Background: an optimization exercise with open tools, aiming at small area, a short achievable clock period and few clock cycles per item. Do not read the settings as production practice.
For this run, only the layout was checked, not whether the RTL still works.
Power and IR drop assume default switching activity.

<file path="design/flow/run.sh">
#!/bin/bash
# synth_recipe.tcl (not shown) runs the flow's synth.tcl, then flattens the netlist and writes it again
# the make line also repeats each setting of config.mk as NAME=value (left out here)
make -C /OpenROAD-flow-scripts/flow DESIGN_CONFIG=/design/flow/config.mk WORK_HOME=/design/flow/orfs CLKGATE_MAP_FILE= SYNTH_SCRIPT=/design/flow/synth_recipe.tcl finish
</file>
<file path="design/flow/config.mk">
export PLATFORM = sky130hd
export DESIGN_NAME = lru_sample_cache_slot_manager
export DESIGN_NICKNAME = lru_sample_cache_slot_manager
export VERILOG_FILES = /design/flow/design.v
export SDC_FILE = /design/flow/constraint.sdc
export NUM_CORES = 4
export LEC_CHECK = 0
export ABC_CLOCK_PERIOD_IN_PS = 2000
export CAP_MARGIN = 20
export CORE_MARGIN = 2
export CORE_UTILIZATION = 50
export CTS_BUF_LIST = sky130_fd_sc_hd__clkbuf_4 sky130_fd_sc_hd__clkbuf_8
export SETUP_SLACK_MARGIN = 2.5
export SLEW_MARGIN = 20
</file>
<file path="design/flow/constraint.sdc">
create_clock -name core_clock -period 5.0 [get_ports {clk}]
set_input_delay 1.0000 -clock core_clock [delete_from_list [all_inputs] [get_ports {clk}]]
set_output_delay 1.0000 -clock core_clock [all_outputs]
set_load 0.01 [all_outputs]
</file>
<file path="design/flow/design.v">
package lsc_pkg;
  localparam int ENTRIES = 32;
  localparam int IDX_W   = 5;
  localparam int KEY_W   = 32;
  localparam int STAMP_W = 32;
  localparam int QDEPTH  = 5;    
  localparam logic OP_ADD   = 1'b0;
  localparam logic OP_CLEAR = 1'b1;
endpackage
module lsc_cell (
  input  logic                         clk,
  input  logic                         we_key,
  input  logic                         we_stamp,
  input  logic [lsc_pkg::KEY_W-1:0]    wr_key,
  input  logic [lsc_pkg::STAMP_W-1:0]  wr_stamp,
  input  logic [lsc_pkg::KEY_W-1:0]    cmp_key,
  input  logic [lsc_pkg::STAMP_W-1:0]  cmp_stamp,
  output logic                         key_eq,      
  output logic                         hi_lt,       
  output logic                         hi_eq,       
  output logic                         lo_lt,       
  output logic                         lo_le        
);
  logic [lsc_pkg::KEY_W-1:0]   key;
  logic [lsc_pkg::STAMP_W-1:0] stamp;
  always_ff @(posedge clk) begin
    if (we_key) key <= wr_key;
  end
  always_ff @(posedge clk) begin
    if (we_stamp) stamp <= wr_stamp;
  end
  assign key_eq = (cmp_key == key);
  logic [31:0] l0, e0;
  logic [15:0] l1, e1;
  logic [7:0]  l2, e2;
  logic [3:0]  l3, e3;
  always_comb begin
    for (int i = 0; i < 32; i++) begin
      l0[i] = !cmp_stamp[i] && stamp[i];
      e0[i] = !(cmp_stamp[i] ^ stamp[i]);
    end
    for (int i = 0; i < 16; i++) begin
      l1[i] = l0[2*i+1] || (e0[2*i+1] && l0[2*i]);
      e1[i] = e0[2*i+1] && e0[2*i];
    end
    for (int i = 0; i < 8; i++) begin
      l2[i] = l1[2*i+1] || (e1[2*i+1] && l1[2*i]);
      e2[i] = e1[2*i+1] && e1[2*i];
    end
    for (int i = 0; i < 4; i++) begin
      l3[i] = l2[2*i+1] || (e2[2*i+1] && l2[2*i]);
      e3[i] = e2[2*i+1] && e2[2*i];
    end
  end
  assign hi_lt = l3[3] || (e3[3] && l3[2]);
  assign hi_eq = e3[3] && e3[2];
  assign lo_lt = l3[1] || (e3[1] && l3[0]);
  assign lo_le = lo_lt || (e3[1] && e3[0]);
endmodule
module lru_sample_cache_slot_manager (
  input  logic                 clk,
  input  logic                 rst,
  input  logic                 req_valid,
  output logic                 req_ready,
  input  logic                 req_op,
  input  logic [31:0]          req_key,
  input  logic [31:0]          req_now_time,
  output logic                 rsp_valid,
  input  logic                 rsp_ready,
  output logic [4:0]           rsp_slot,
  output logic                 rsp_hit,
  output logic                 rsp_evicted
);
  localparam int N = lsc_pkg::ENTRIES;
  localparam int Q = lsc_pkg::QDEPTH;
  logic        a_v;
  logic        a_op;
  logic [31:0] a_key;
  logic [31:0] a_t;
  logic        req_acc;
  assign req_acc = req_valid && req_ready;
  always_ff @(posedge clk) begin
    if (rst) a_v <= 1'b0;
    else     a_v <= req_acc;
  end
  always_ff @(posedge clk) begin
    a_op  <= req_op;
    a_key <= req_key;
    a_t   <= req_now_time;
  end
  logic         b_v;
  logic         b_op;
  logic [31:0]  b_key;
  logic [31:0]  b_t;
  logic [N-1:0] b_m;         
  logic         b_any;
  logic [4:0]   b_midx;
  logic [N-1:0] b_hlt, b_heq, b_llt, b_lle;   
  logic         b_same1, b_tlt1, b_tle1;    
  logic         b_same2, b_tlt2, b_tle2;    
  logic         c_v;
  logic         c_add;
  logic         c_clr;
  logic [N-1:0] c_sel;       
  logic [N-1:0] c_selb;      
  logic [N-1:0] c_wkey;      
  logic [4:0]   c_idx;       
  logic         c_hit;
  logic         c_ev;
  logic [31:0]  c_key;
  logic [31:0]  c_t;
  logic [N-1:0] c_lt, c_le;  
  logic         d_add;       
  logic [N-1:0] d_sel;
  logic [4:0]   d_idx;
  logic [5:0]   used;        
  logic [N-1:0] valid;
  logic [N-1:0] eq_a, hlt_a, heq_a, llt_a, lle_a;
  for (genvar g = 0; g < N; g++) begin : g_cell
    lsc_cell u_cell (
      .clk       (clk),
      .we_key    (c_wkey[g]),
      .we_stamp  (c_sel[g]),
      .wr_key    (c_key),
      .wr_stamp  (c_t),
      .cmp_key   (a_key),
      .cmp_stamp (a_t),
      .key_eq    (eq_a[g]),
      .hi_lt     (hlt_a[g]),
      .hi_eq     (heq_a[g]),
      .lo_lt     (llt_a[g]),
      .lo_le     (lle_a[g])
    );
  end
  logic [N-1:0] eqv;
  logic [4:0]   eqv_idx;
  always_comb begin
    logic [4:0] ei;
    ei = '0;
    for (int k = 0; k < N; k++) begin
      eqv[k] = eq_a[k] && valid[k] && !c_sel[k] && !c_clr;
      if (eqv[k]) ei = ei | 5'(k);
    end
    eqv_idx = ei;
  end
  always_ff @(posedge clk) begin
    if (rst) b_v <= 1'b0;
    else     b_v <= a_v;
  end
  always_ff @(posedge clk) begin
    b_op    <= a_op;
    b_key   <= a_key;
    b_t     <= a_t;
    b_m     <= eqv;
    b_any   <= |eqv;
    b_midx  <= eqv_idx;
    b_hlt   <= hlt_a;
    b_heq   <= heq_a;
    b_llt   <= llt_a;
    b_lle   <= lle_a;
    b_same1 <= (a_key == b_key);
    b_tlt1  <= (a_t <  b_t);
    b_tle1  <= (a_t <= b_t);
    b_same2 <= (a_key == c_key);
    b_tlt2  <= (a_t <  c_t);
    b_tle2  <= (a_t <= c_t);
  end
  logic hit1, hit2, hit0, found;
  assign hit1  = c_add && b_same1;
  assign hit2  = !c_clr && d_add && b_same2 && !(c_add && c_idx == d_idx);
  assign hit0  = !c_clr && b_any && !(c_add && c_idx == b_midx);
  assign found = hit1 || hit2 || hit0;
  logic [N-1:0] match;
  logic [4:0]   match_idx;
  always_comb begin
    if (hit1) begin
      match     = c_selb;
      match_idx = c_idx;
    end else if (hit2) begin
      match     = d_sel;
      match_idx = d_idx;
    end else begin
      match     = b_m;
      match_idx = b_midx;
    end
  end
  logic [N-1:0] lt, le;
  always_comb begin
    for (int k = 0; k < N; k++) begin
      lt[k] = c_selb[k] ? b_tlt1 : d_sel[k] ? b_tlt2 : (b_hlt[k] || (b_heq[k] && b_llt[k]));
      le[k] = c_selb[k] ? b_tle1 : d_sel[k] ? b_tle2 : (b_hlt[k] || (b_heq[k] && b_lle[k]));
    end
  end
  wire  [N*N-1:0] older;
  for (genvar i = 0; i < N; i++) begin : g_row
    for (genvar k = 0; k < N; k++) begin : g_col
      if (i < k) begin : g_bit
        logic ob;
        always_ff @(posedge clk) begin
          if (c_sel[i])      ob <= c_le[k];
          else if (c_sel[k]) ob <= !c_lt[i];
        end
        assign older[i*N+k] = ob;
      end else begin : g_none
        assign older[i*N+k] = 1'b0;
      end
    end
  end
  logic [N-1:0] c_beats, oldest;
  logic [4:0]   oldest_idx;
  always_comb begin
    logic [N-1:0] o;
    logic [4:0]   oi;
    for (int i = 0; i < N; i++) begin
      c_beats[i] = (5'(i) > c_idx) ? c_le[i] : c_lt[i];
    end
    for (int i = 0; i < N; i++) begin
      o[i] = 1'b1;
      for (int k = 0; k < N; k++) begin
        if (k > i) o[i] = o[i] && (older[i*N+k]  || c_selb[k]);
        if (k < i) o[i] = o[i] && (!older[k*N+i] || c_selb[k]);
      end
      if (c_selb[i]) o[i] = &(c_beats | c_selb);
      else          o[i] = o[i] && !(c_add && c_beats[i]);
    end
    oi = '0;
    for (int i = 0; i < N; i++) begin
      if (o[i]) oi = oi | 5'(i);
    end
    oldest     = o;
    oldest_idx = oi;
  end
  logic         full, is_add, is_clr, do_fill;
  logic [N-1:0] fill, sel, wkey;
  logic [4:0]   sel_idx;
  assign full    = used[5];
  assign is_add  = b_v && (b_op == lsc_pkg::OP_ADD);
  assign is_clr  = b_v && (b_op == lsc_pkg::OP_CLEAR);
  assign do_fill = is_add && !found && !full;
  always_comb begin
    for (int k = 0; k < N; k++) begin
      fill[k] = (used[4:0] == 5'(k));
    end
  end
  always_comb begin
    if (!is_add)    sel = '0;
    else if (found) sel = match;
    else if (full)  sel = oldest;
    else            sel = fill;
  end
  always_comb begin
    if (!is_add || found) wkey = '0;
    else if (full)        wkey = oldest;
    else                  wkey = fill;
  end
  always_comb begin
    if (found)     sel_idx = match_idx;
    else if (full) sel_idx = oldest_idx;
    else           sel_idx = used[4:0];
  end
  always_ff @(posedge clk) begin
    if (rst || is_clr) used <= '0;
    else if (do_fill)  used <= used + 6'd1;
  end
  always_ff @(posedge clk) begin
    if (rst) begin
      c_v   <= 1'b0;
      c_add <= 1'b0;
      c_clr <= 1'b0;
      c_sel <= '0;
      c_wkey <= '0;
      d_add <= 1'b0;
      d_sel <= '0;
    end else begin
      c_v   <= b_v;
      c_add <= is_add;
      c_clr <= is_clr;
      c_sel <= sel;
      c_wkey <= wkey;
      d_add <= c_add;
      d_sel <= c_sel;
    end
  end
  always_ff @(posedge clk) begin
    c_selb <= sel;
    c_idx <= is_add ? sel_idx : 5'd0;
    c_hit <= is_add && found;
    c_ev  <= is_add && !found && full;
    c_key <= b_key;
    c_t   <= b_t;
    c_lt  <= lt;
    c_le  <= le;
    d_idx <= c_idx;
  end
  always_ff @(posedge clk) begin
    if (rst || c_clr) valid <= '0;
    else              valid <= valid | c_sel;
  end
  logic [6:0] res;
  assign res = {c_idx, c_hit, c_ev};
  logic [Q-1:0] q_v;
  logic [6:0]   q_d [Q];
  logic [Q-1:0] nv;
  logic [6:0]   nd  [Q];
  logic         pop;
  assign pop = q_v[0] && rsp_ready;
  always_comb begin
    logic [Q-1:0] tv;
    logic [6:0]   td [Q];
    for (int i = 0; i < Q; i++) begin
      if (pop) begin
        tv[i] = (i + 1 < Q) ? q_v[(i + 1) % Q] : 1'b0;
        td[i] = q_d[(i + 1) % Q];
      end else begin
        tv[i] = q_v[i];
        td[i] = q_d[i];
      end
    end
    for (int i = 0; i < Q; i++) begin
      nv[i] = tv[i];
      nd[i] = td[i];
      if (c_v && !tv[i] && (i == 0 || tv[(i + Q - 1) % Q])) begin
        nv[i] = 1'b1;
        nd[i] = res;
      end
    end
  end
  always_ff @(posedge clk) begin
    if (rst) q_v <= '0;
    else     q_v <= nv;
  end
  always_ff @(posedge clk) begin
    for (int i = 0; i < Q; i++) q_d[i] <= nd[i];
  end
  assign rsp_valid   = q_v[0];
  assign rsp_slot    = q_d[0][6:2];
  assign rsp_hit     = q_d[0][1];
  assign rsp_evicted = q_d[0][0];
  logic [2:0] inflight, inflight_next;
  logic       ready_r;
  assign inflight_next = inflight + 3'(req_acc) - 3'(pop);
  always_ff @(posedge clk) begin
    if (rst) begin
      inflight <= '0;
      ready_r  <= 1'b1;
    end else begin
      inflight <= inflight_next;
      ready_r  <= (inflight_next < 3'(Q));
    end
  end
  assign req_ready = ready_r;
endmodule
</file>
==> impl_metrics.toml <==
[setup_path]
cp_data_arrival_time_ps = 4460
cp_data_required_time_ps = 6040
start_kind = "flop"
crit-reg2reg-capture = "c_idx[3]"
r2r_cells = 9
crit_path_max_incr_delay_ps = 740
crit_fanout = 17
crit_path_end_kind = "flop"
slowest_stage = "nor2_1"
cpMostUsedCell = "nor2_1"
crit_type = "flop to flop"
timing.rr.start = "c_selb[10]"
path_cells = "buf_12 -> nor2_1 -> nor4_1 -> nand4_1 -> a211oi_1 -> nor2_1 -> nand3_1 -> a211oi_2 -> a221oi_2"
reg2reg_slack_ps = 1580

[logic_synthesis]
synth_top_family_by_area = "simple AND/OR/NAND/NOR gates"
synthAdderAreaFrac = 0.0922
ys_ff_latch = 3200
synth_xor_xnor_area_share = 0.0649
ys_warn_count = 5
yosys.area_share.simple = 0.113
synth_top_cell_by_area = "edfxtp_1"
synth_top_area_share = 0.520
synth_area_leaders = "edfxtp_1, ha_1, dfxtp_1, xor2_1, a21o_1"
synthMuxAreaShare = 0.00726
synthesis.instances = 11500
avgSynthCellArea_um2 = 12.9
synth.cell_area_um2 = 149000
async_flop_share = 0
yosys.cell_types.count = 87
synthesis.nets = 12700
ys.flop_type = "edfxtp_1"
ys_seq_area_frac = 0.604
synth-compound-area-share = 0.0981
synth_edf_count = 2579

[route]
routed_wl_um = 683000
first_pass_iters = 10
drtIter0Drc = 18900
drc_errors = 0
wl_per_cell_um = 40.1
vias = 114000
via_per_inst = 6.69
antenna_left = 0

[sta]
layout_min_cycle_time_ps = 3420
period_share = 0.684
final_hold_viol_count = 0
rsz0062_at_grt = "true"
setup_tns_ps = 0
slew_headroom = 0.154
tightest_slew_ps = 1260
fmax_mhz = 292
fin_skew_ps = 93.4
finalMaxSlewViolations = 0
setup_viol = 0
final.setup.worst_slack_ps = 1580

[clock_network]
cts_buffers = 554
cts_max_path_buffers = 4
root_buffer = "clkbuf_8"
cts_sinks = 3200
clk_pin_slew_ps = 60
clk_latency_ps = 1260
cts_max_level = 6
tritoncts = "done"

[floorplanning]
start_util = 0.502
die_h_um = 550
die-area_um2 = 302000
ioPinCount = 78
core-area_um2 = 297000
die_w_um = 550
rows = 200

[worst_hold_path]
hold_path.class = "input port to flop"
worstHoldEndpoint = "a_key[26]"
hold_depth = 1
hold_start = "req_key[26]"

[power_and_ir_drop]
p_leak_nw = 70.0
ir_drop_uv = 298
p_per_area_nw_per_um2 = 330
fin_total_pwr_mw = 58.7

[placed_design]
port_buffers = 77
dp_hpwl_um = 424000
place.gp.congestion = 1.11
place_ws_ps = 1130

[final_layout]
finish.utilization = 0.599
fillers = 23500
final_nets = 13700
drive_gt1_frac = 0.246
final_common_cell = "edfxtp_1"
layout-area-overhead-vs-synth_pct = 19.4
final_cell_mix = "edfxtp_1, ha_1, xor2_1"

[run_status]
status = "no timing/DRC/antenna violations"

[global_route]
grt_pass1_wl_um = 898000
grt_max_degree = 72
grt_use_total = 0.438
grt_pass1_vias = 107000
grt_overflow = 0
grt_antenna_before_repair = 107

[flow_run]
cap_viol_max_count = 0
## cells by family after synthesis
kind of cell,count (synthesis)
adders and majority gates,1097
AOI/OAI and AO/OA,2168
DFF,3200
buffers and inverters,776
and+or+nand+nor,3101
muxes,102
xor gates and xnor gates,1103
## critical path: cells and delay by family, from the launching register on
kind | cells | cell delay, ps
AO/OA/AOI/OAI | 3 | 490
buffers and inverters | 1 | 180
flip-flops | 1 | 400
AND/OR/NAND/NOR | 5 | 2130
## worst max path at each step
stage	from	endpoint	slack, ps	cells past startpoint
CTS	c_idx[3]	c_wkey[12]	1960	11
global route	c_selb[10]	c_idx[3]	1800	9
finish	c_selb[10]	c_idx[3]	1580	9
detailed placement	c_idx[1]	c_sel[26]	1130	10
floorplan	c_idx[3]	c_sel[18]	2220	12
global placement	c_selb[8]	c_idx[4]	1000	10
## per-stage QoR
stage / hold WS, ps / instances / instance area, um2
after floorplan: 310 / 11500 / 149000
after global placement: 315 / 15500 / 157000
after detailed placement: 329 / 15500 / 157000
after CTS: 137 / 16800 / 174000
after global routing: 179 / 17000 / 178000
final: 199 / 17000 / 178000
## flip-flops by register name, summed over array words and instances (netlist names), 35 cells and up
name and count:
q_d 35, g_row.g_col.g_bit.ob 496, g_cell.u_cell.stamp 1024, g_cell.u_cell.key 1024
## synth_stat cells (all sizes together), types with 319 or more instances
| cell | instances |
|---|---|
| nor4 | 391 |
| edfxtp | 2579 |
| o21ai | 319 |
| nand4 | 365 |
| ha | 1096 |
| nand2 | 353 |
| a21o | 770 |
| a21oi | 472 |
| dfxtp | 621 |
| nor2 | 609 |
| clkbuf | 412 |
| nor2b | 431 |
| or2 | 501 |
| xor2 | 795 |
## area by class of cell
class                   count  area, um2  share of cell area
diodes                     55        138            0.000774
repair inverters            2       16.3           0.0000915
well taps                3939       4930              0.0277
clock inverters           156       1110             0.00622
multi-input cells        7571      58900               0.332
flip-flops and latches   3200      90400               0.508
inverters                 186        887             0.00499
clock buffers             860      10400              0.0585
repair buffers           1050      11000              0.0618
## timing repair
item                       4_1_cts  5_1_grt
gates resized for setup        655      466
setup endpoints to repair      305      218
setup buffers                  285      166
hold buffers                     0        0
gates cloned                     7       11
pin swaps                      121      187
## power by group
group | total [mW] | switching [mW] | internal (mW)
Sequential | 29.2 | 0.301 | 28.9
Combinational | 4.38 | 2.90 | 1.48
Clock | 25.1 | 11.6 | 13.5
## metal layers
layer / up-vias / routed length (um) / track usage
met1: 56900 / 255000 / 0.576
li1: 45400 / - / -
met3: 2477 / 89100 / 0.130
met4: 52 / 53000 / 0.276
met2: 9053 / 285000 / 0.633
met5: - / 490 / 0.000950

## port drivers added, routing unchanged
The flow's constraints put no driver on any port. The routed layout listed below was extracted and timed again, unchanged, in two steps.
Step 1 assumes that a clkbuf_16 drives the clock port and a buf_2 every other input.
Step 2 adds t to the input delays and takes it off the output delays; t is the mean of the earliest and latest rising clock arrival at the registers after step 1. Input paths then give back, and output paths get back, about the clock's delay inside the block.
Three values: no drivers, after step 1, after step 2; two values: the first two.
t (ns): 1.315
slack for setup (ns): 1.578 / 1.578 / 1.578
worst hold slack (ns): 0.199 / 0.101 / 0.322
worst slew at a driven data input, ns: 0.18
After both steps setup and hold are still met in this run. The setup slack of this run moves by 0.000 ns with the drivers and by 0.000 ns with both steps.
